This is an optimization exercise on Yosys and OpenROAD, whose aim is small area, a short achievable clock period and few clock cycles per item, not a production implementation.
RTL that was checked went through simulation tests only; none was proved equivalent to the original.
The flow treats the clock pin as an ideal source, which a real chip does not have.
Power figures rest on the tool's default switching activity, not on a simulated workload.

== run E ==
==> flow/design.v <==
package kmp_pkg;
  localparam int MAX_PATTERN = 64;
  localparam int MAX_TEXT    = 65536;
  localparam int PAT_AW = $clog2(MAX_PATTERN);
  localparam int LEN_W  = $clog2(MAX_PATTERN + 1);
  localparam int TP_W   = $clog2(MAX_TEXT + 1);
  localparam int CHAR_W = 8;
  localparam int REQ_W  = 2;
  localparam int STAT_W = 3;
  localparam int POS_W  = 16;
  localparam int CNT_W  = 7;
  localparam logic [REQ_W-1:0] REQ_APPEND = 2'd0;
  localparam logic [REQ_W-1:0] REQ_TEXT   = 2'd1;
  localparam logic [REQ_W-1:0] REQ_START  = 2'd2;
  localparam logic [REQ_W-1:0] REQ_CLEAR  = 2'd3;
  localparam logic [STAT_W-1:0] ST_ACCEPT    = 3'd0;
  localparam logic [STAT_W-1:0] ST_NO_MATCH  = 3'd1;
  localparam logic [STAT_W-1:0] ST_MATCH     = 3'd2;
  localparam logic [STAT_W-1:0] ST_NOT_FOUND = 3'd3;
  localparam logic [STAT_W-1:0] ST_ERROR     = 3'd4;
  typedef struct packed {
    logic              pat_we;
    logic [PAT_AW-1:0] pat_waddr;
    logic [CHAR_W-1:0] pat_wdata;
    logic [PAT_AW-1:0] pat_raddr;
    logic              fail_we;
    logic [PAT_AW-1:0] fail_waddr;
    logic [PAT_AW-1:0] fail_wdata;
    logic [PAT_AW-1:0] fail_raddr;
  } mem_req_t;
  typedef struct packed {
    logic              valid;
    logic [STAT_W-1:0] status;
    logic [POS_W-1:0]  position;
    logic [CNT_W-1:0]  count;
  } res_t;
endpackage
module kmp_substring_search_core (
  input  logic                          clk_i,
  input  logic                          rst_ni,
  input  logic                          in_valid_i,
  output logic                          in_ready_o,
  input  logic [kmp_pkg::REQ_W-1:0]     req_type_i,
  input  logic [kmp_pkg::CHAR_W-1:0]    char_value_i,
  input  logic                          last_text_i,
  output logic                          out_valid_o,
  input  logic                          out_ready_i,
  output logic [kmp_pkg::STAT_W-1:0]    status_o,
  output logic [kmp_pkg::POS_W-1:0]     match_position_o,
  output logic [kmp_pkg::CNT_W-1:0]     pattern_count_o
);
  localparam int NP = kmp_pkg::MAX_PATTERN;
  logic o_v_q;
  logic hold, adv;
  logic sk_empty_q, sk_empty_d;
  logic rdy_q;
  logic xfer;
  assign hold = o_v_q & ~out_ready_i;
  assign adv  = ~hold;
  assign xfer = in_valid_i & rdy_q;
  assign sk_empty_d = adv | (sk_empty_q & ~xfer);
  always_ff @(posedge clk_i or negedge rst_ni) begin
    if (!rst_ni) rdy_q <= 1'b0;
    else         rdy_q <= sk_empty_d;
  end
  assign in_ready_o = rdy_q;
  logic       a_v_q;
  logic [1:0] a_t_q;
  logic [7:0] a_c_q;
  logic       a_l_q;
  logic [1:0] s_t_q;
  logic [7:0] s_c_q;
  logic       s_l_q;
  always_ff @(posedge clk_i or negedge rst_ni) begin
    if (!rst_ni) begin
      a_v_q      <= 1'b0;
      sk_empty_q <= 1'b1;
    end else begin
      if (adv) a_v_q <= ~sk_empty_q | xfer;
      sk_empty_q <= sk_empty_d;
    end
  end
  always_ff @(posedge clk_i) begin
    if (adv) begin
      if (!sk_empty_q) begin
        a_t_q <= s_t_q;
        a_c_q <= s_c_q;
        a_l_q <= s_l_q;
      end else begin
        a_t_q <= req_type_i;
        a_c_q <= char_value_i;
        a_l_q <= last_text_i;
      end
    end
    if (sk_empty_q) begin
      s_t_q <= req_type_i;
      s_c_q <= char_value_i;
      s_l_q <= last_text_i;
    end
  end
  logic [7:0]    q_q [NP];
  logic [NP-1:0] e_q;
  logic [6:0]    len_q;
  logic [NP-1:0] inj;       
  logic [NP-1:0] eq;
  logic [NP-1:0] e_nxt;
  logic          b_go, b_shift, b_txt, b_start, full, hit;
  logic          q_shift, qdone_q;
  assign full    = len_q[6];
  assign b_go    = a_v_q & adv;
  assign b_shift = b_go & (a_t_q == kmp_pkg::REQ_APPEND) & ~full;
  assign q_shift = a_v_q & (a_t_q == kmp_pkg::REQ_APPEND) & ~full & ~qdone_q;
  always_ff @(posedge clk_i or negedge rst_ni) begin
    if (!rst_ni) qdone_q <= 1'b0;
    else         qdone_q <= hold & (qdone_q | q_shift);
  end
  assign b_txt   = b_go & (a_t_q == kmp_pkg::REQ_TEXT);
  assign b_start = b_go & (a_t_q == kmp_pkg::REQ_START);
  always_comb begin
    for (int j = 0; j < NP - 1; j++) inj[j] = (len_q[5:0] == 6'(j + 1));
    inj[NP-1] = full;
    for (int j = 0; j < NP; j++) eq[j] = (q_q[j] == a_c_q);
    e_nxt = ({1'b0, e_q[NP-1:1]} | inj) & eq;
  end
  assign hit = e_nxt[0];
  always_ff @(posedge clk_i) begin
    if (q_shift) begin
      q_q[0] <= a_c_q;
      for (int j = 1; j < NP; j++) q_q[j] <= q_q[j-1];
    end
    if (b_start) e_q <= '0;
    else if (b_txt) e_q <= e_nxt;
    else if (b_shift) e_q <= {e_q[NP-2:0], 1'b0};
  end
  always_ff @(posedge clk_i or negedge rst_ni) begin
    if (!rst_ni) begin
      len_q <= '0;
    end else if (b_go && a_t_q == kmp_pkg::REQ_CLEAR) begin
      len_q <= '0;
    end else if (b_shift) begin
      len_q <= len_q + 7'd1;
    end
  end
  logic       c_v_q;
  logic [1:0] c_t_q;
  logic       c_l_q;
  logic       c_hit_q;
  logic       c_err_q;      
  logic [6:0] c_cnt_q;
  always_ff @(posedge clk_i or negedge rst_ni) begin
    if (!rst_ni) c_v_q <= 1'b0;
    else if (adv) c_v_q <= a_v_q;
  end
  always_ff @(posedge clk_i) begin
    if (adv) begin
      c_t_q   <= a_t_q;
      c_l_q   <= a_l_q;
      c_hit_q <= hit;
      c_err_q <= full;
      c_cnt_q <= (a_t_q == kmp_pkg::REQ_CLEAR) ? 7'd0 :
                 (a_t_q == kmp_pkg::REQ_APPEND && !full) ? len_q + 7'd1 : len_q;
    end
  end
  logic [16:0] tpx_q;
  logic [16:0] tp_q;
  assign tp_q = {tpx_q[16:1], ~tpx_q[0]};
  logic        found_q;
  logic [15:0] fpos_q;
  logic        c_go;
  logic [16:0] tp_inc;
  logic [15:0] hit_pos;
  logic        cnt_zero;
  assign c_go     = c_v_q & adv;
  assign tp_inc   = tp_q + 17'd1;
  assign hit_pos  = tp_q[15:0] - {9'd0, c_cnt_q};
  assign cnt_zero = (c_cnt_q == '0);
  logic [2:0]  st;
  logic [15:0] pos;
  logic        f_set, f_clr, t_inc;
  always_comb begin
    st    = kmp_pkg::ST_ACCEPT;
    pos   = '0;
    f_set = 1'b0;
    f_clr = 1'b0;
    t_inc = 1'b0;
    unique case (c_t_q)
      kmp_pkg::REQ_APPEND: if (c_err_q) st = kmp_pkg::ST_ERROR;
      kmp_pkg::REQ_TEXT: begin
        if (found_q) begin
          st  = kmp_pkg::ST_MATCH;
          pos = fpos_q;
        end else if (cnt_zero) begin
          st    = kmp_pkg::ST_MATCH;
          f_set = 1'b1;
        end else if (tp_q[16] && tp_q[0]) begin    
          st = kmp_pkg::ST_ERROR;
        end else begin
          t_inc = 1'b1;
          if (c_hit_q) begin
            st    = kmp_pkg::ST_MATCH;
            pos   = hit_pos;
            f_set = 1'b1;
          end else begin
            st = c_l_q ? kmp_pkg::ST_NOT_FOUND : kmp_pkg::ST_NO_MATCH;
          end
        end
      end
      kmp_pkg::REQ_START: f_clr = 1'b1;
      default: ;
    endcase
  end
  always_ff @(posedge clk_i or negedge rst_ni) begin
    if (!rst_ni) begin
      tpx_q   <= '0;
      found_q <= 1'b0;
    end else if (c_go) begin
      if (f_clr) begin
        tpx_q   <= '0;
        found_q <= 1'b0;
      end else begin
        if (t_inc) tpx_q <= {tp_inc[16:1], ~tp_inc[0]};
        if (f_set) found_q <= 1'b1;
      end
    end
  end
  always_ff @(posedge clk_i) begin
    if (c_go && f_set) fpos_q <= pos;
  end
  logic [2:0]  o_st_q;
  logic [15:0] o_pos_q;
  logic [6:0]  o_cnt_q;
  always_ff @(posedge clk_i or negedge rst_ni) begin
    if (!rst_ni) o_v_q <= 1'b0;
    else if (adv) o_v_q <= c_v_q;
  end
  always_ff @(posedge clk_i or negedge rst_ni) begin
    if (!rst_ni) begin
      o_st_q  <= '0;
      o_pos_q <= '0;
      o_cnt_q <= '0;
    end else if (adv) begin
      o_st_q  <= st;
      o_pos_q <= pos;
      o_cnt_q <= c_cnt_q;
    end
  end
  assign out_valid_o      = o_v_q;
  assign status_o         = o_st_q;
  assign match_position_o = o_pos_q;
  assign pattern_count_o  = o_cnt_q;
endmodule
==> flow/config.mk <==
export PLATFORM = sky130hd
export DESIGN_NAME = kmp_substring_search_core
export DESIGN_NICKNAME = kmp_substring_search_core
export VERILOG_FILES = /design/flow/design.v
export SDC_FILE = /design/flow/constraint.sdc
export NUM_CORES = 4
export LEC_CHECK = 0
export ABC_CLOCK_PERIOD_IN_PS = 2500
export CAP_MARGIN = 20
export CORE_MARGIN = 2
export CORE_UTILIZATION = 40
export CTS_BUF_LIST = sky130_fd_sc_hd__clkbuf_16
export CTS_CLUSTER_DIAMETER = 100
export CTS_CLUSTER_SIZE = 30
export SETUP_SLACK_MARGIN = 3.8
export SLEW_MARGIN = 20
==> flow/constraint.sdc <==
create_clock -name core_clock -period 6.0 [get_ports {clk_i}]
set_input_delay 1.2000 -clock core_clock [delete_from_list [all_inputs] [get_ports {clk_i}]]
set_output_delay 1.2000 -clock core_clock [all_outputs]
set_load 0.01 [all_outputs]
standard.sh (not shown) runs the stock make flow with config.mk's settings and CLKGATE_MAP_FILE= SYNTH_SCRIPT=/design/flow/synth_recipe.tcl, a recipe that flattens the netlist after the stock synthesis.
==> flow/flow/run.sh <==
#!/bin/bash
set -euo pipefail
work=$(cd "$(dirname "$0")/.." && pwd)
cd "$work"
export POST_CTS_TCL="$work/flow/collapse.tcl"
bash standard.sh > "$work/standard.log" 2>&1
==> flow/flow/collapse.tcl <==
set block [ord::get_db_block]
set clk_net [$block findNet clk_i]
set roots {}
foreach it [$clk_net getITerms] { lappend roots [$it getInst] }
if {[llength $roots] == 1} {
  set root [lindex $roots 0]
  set rnet [[$root findITerm X] getNet]
  set loads {}
  foreach it [$rnet getITerms] {
    if {[$it getInst] ne $root} { lappend loads $it }
  }
  if {[string match "sky130_fd_sc_hd__clkbuf_*" [[$root getMaster] getName]] && [llength $loads] <= 4} {
    foreach it $loads {
      $it disconnect
      $it connect $clk_net
    }
    [$root findITerm A] disconnect
    [$root findITerm X] disconnect
    odb::dbInst_destroy $root
    odb::dbNet_destroy $rnet
    puts "collapse: clock port now drives [llength $loads] buffers directly"
  }
}
Relative to run E, the following input files were edited for run Y:
--- a/flow/design.v
+++ b/flow/design.v
@@ -233,12 +233,8 @@
     if (!rst_ni) o_v_q <= 1'b0;
     else if (adv) o_v_q <= c_v_q;
   end
-  always_ff @(posedge clk_i or negedge rst_ni) begin
-    if (!rst_ni) begin
-      o_st_q  <= '0;
-      o_pos_q <= '0;
-      o_cnt_q <= '0;
-    end else if (adv) begin
+  always_ff @(posedge clk_i) begin
+    if (adv) begin
       o_st_q  <= st;
       o_pos_q <= pos;
       o_cnt_q <= c_cnt_q;
Results
- Going from run E to run Y, sequential share of layout area grows by 3.1 points.
- Run Y reports its library cell contributing the largest single delay on the critical path as or3_4 while run E reports nor2b_4.
- [run Y vs run E] synthesized cell count: lower in run Y
- Compared with run E, in run Y share of flip-flops with an asynchronous set or reset went down 3.8 points, final core utilization fell by 1.1 points, register share of total power now sits higher.
- Run Y vs. run E: global-route usage over all layers lost 1.8 points, via count lost 7.1%, worst setup slack picked up an extra 0.044 ns, total detailed-routing wirelength lost 9500 um, flip-flop and latch area picked up an extra about 0.7%.
- Post-route worst hold slack: run Y vs run E, no meaningful difference
- Run Y — simple-gate share of the synthesized area 0.72 points lower, run E as reference
- Relative to run E, the fraction of final layout cells with drive strength greater than 1 of run Y is lower by 5.8 points.
Testbench counts of run Y, summed over its fixed seeds: cycles 21,147, items 21,123.
Function not checked in run E: the RTL went through the layout flow alone.

-- port drivers added, routing unchanged --
No port has a modelled driver above. Below, the same layouts with a new extraction and two added sets of constraints. Step 1 (the two cells are an assumption about what drives the block):
set clk [get_ports {clk_i}]
set_driving_cell -lib_cell sky130_fd_sc_hd__clkbuf_16 $clk
set_driving_cell -lib_cell sky130_fd_sc_hd__buf_2 [delete_from_list [all_inputs] $clk]
Step 2, shift: input delay + t, output delay - t, t = (earliest + latest rising clock arrival at the registers) / 2. This alone moves slack from input paths to output paths. Slacks: ideal / step 1 / step 2; pairs: ideal / step 1.
run | t, ns | setup WS [ns] | worst setup path after step 2 | latest minus earliest clock arrival (ns) | pins driven straight from the clock port
run E | 0.552 | 3.699 / 3.662 / 3.190 | input to register | 0.031 / 0.031 | 2
run Y | 0.555 | 3.743 / 3.671 / 3.232 | input to register | 0.038 / 0.038 | 2
After both steps setup and hold are still met in every run listed. For run Y, which loses most, drivers alone change the setup slack by -0.072 ns; drivers and shift together by -0.511 ns.
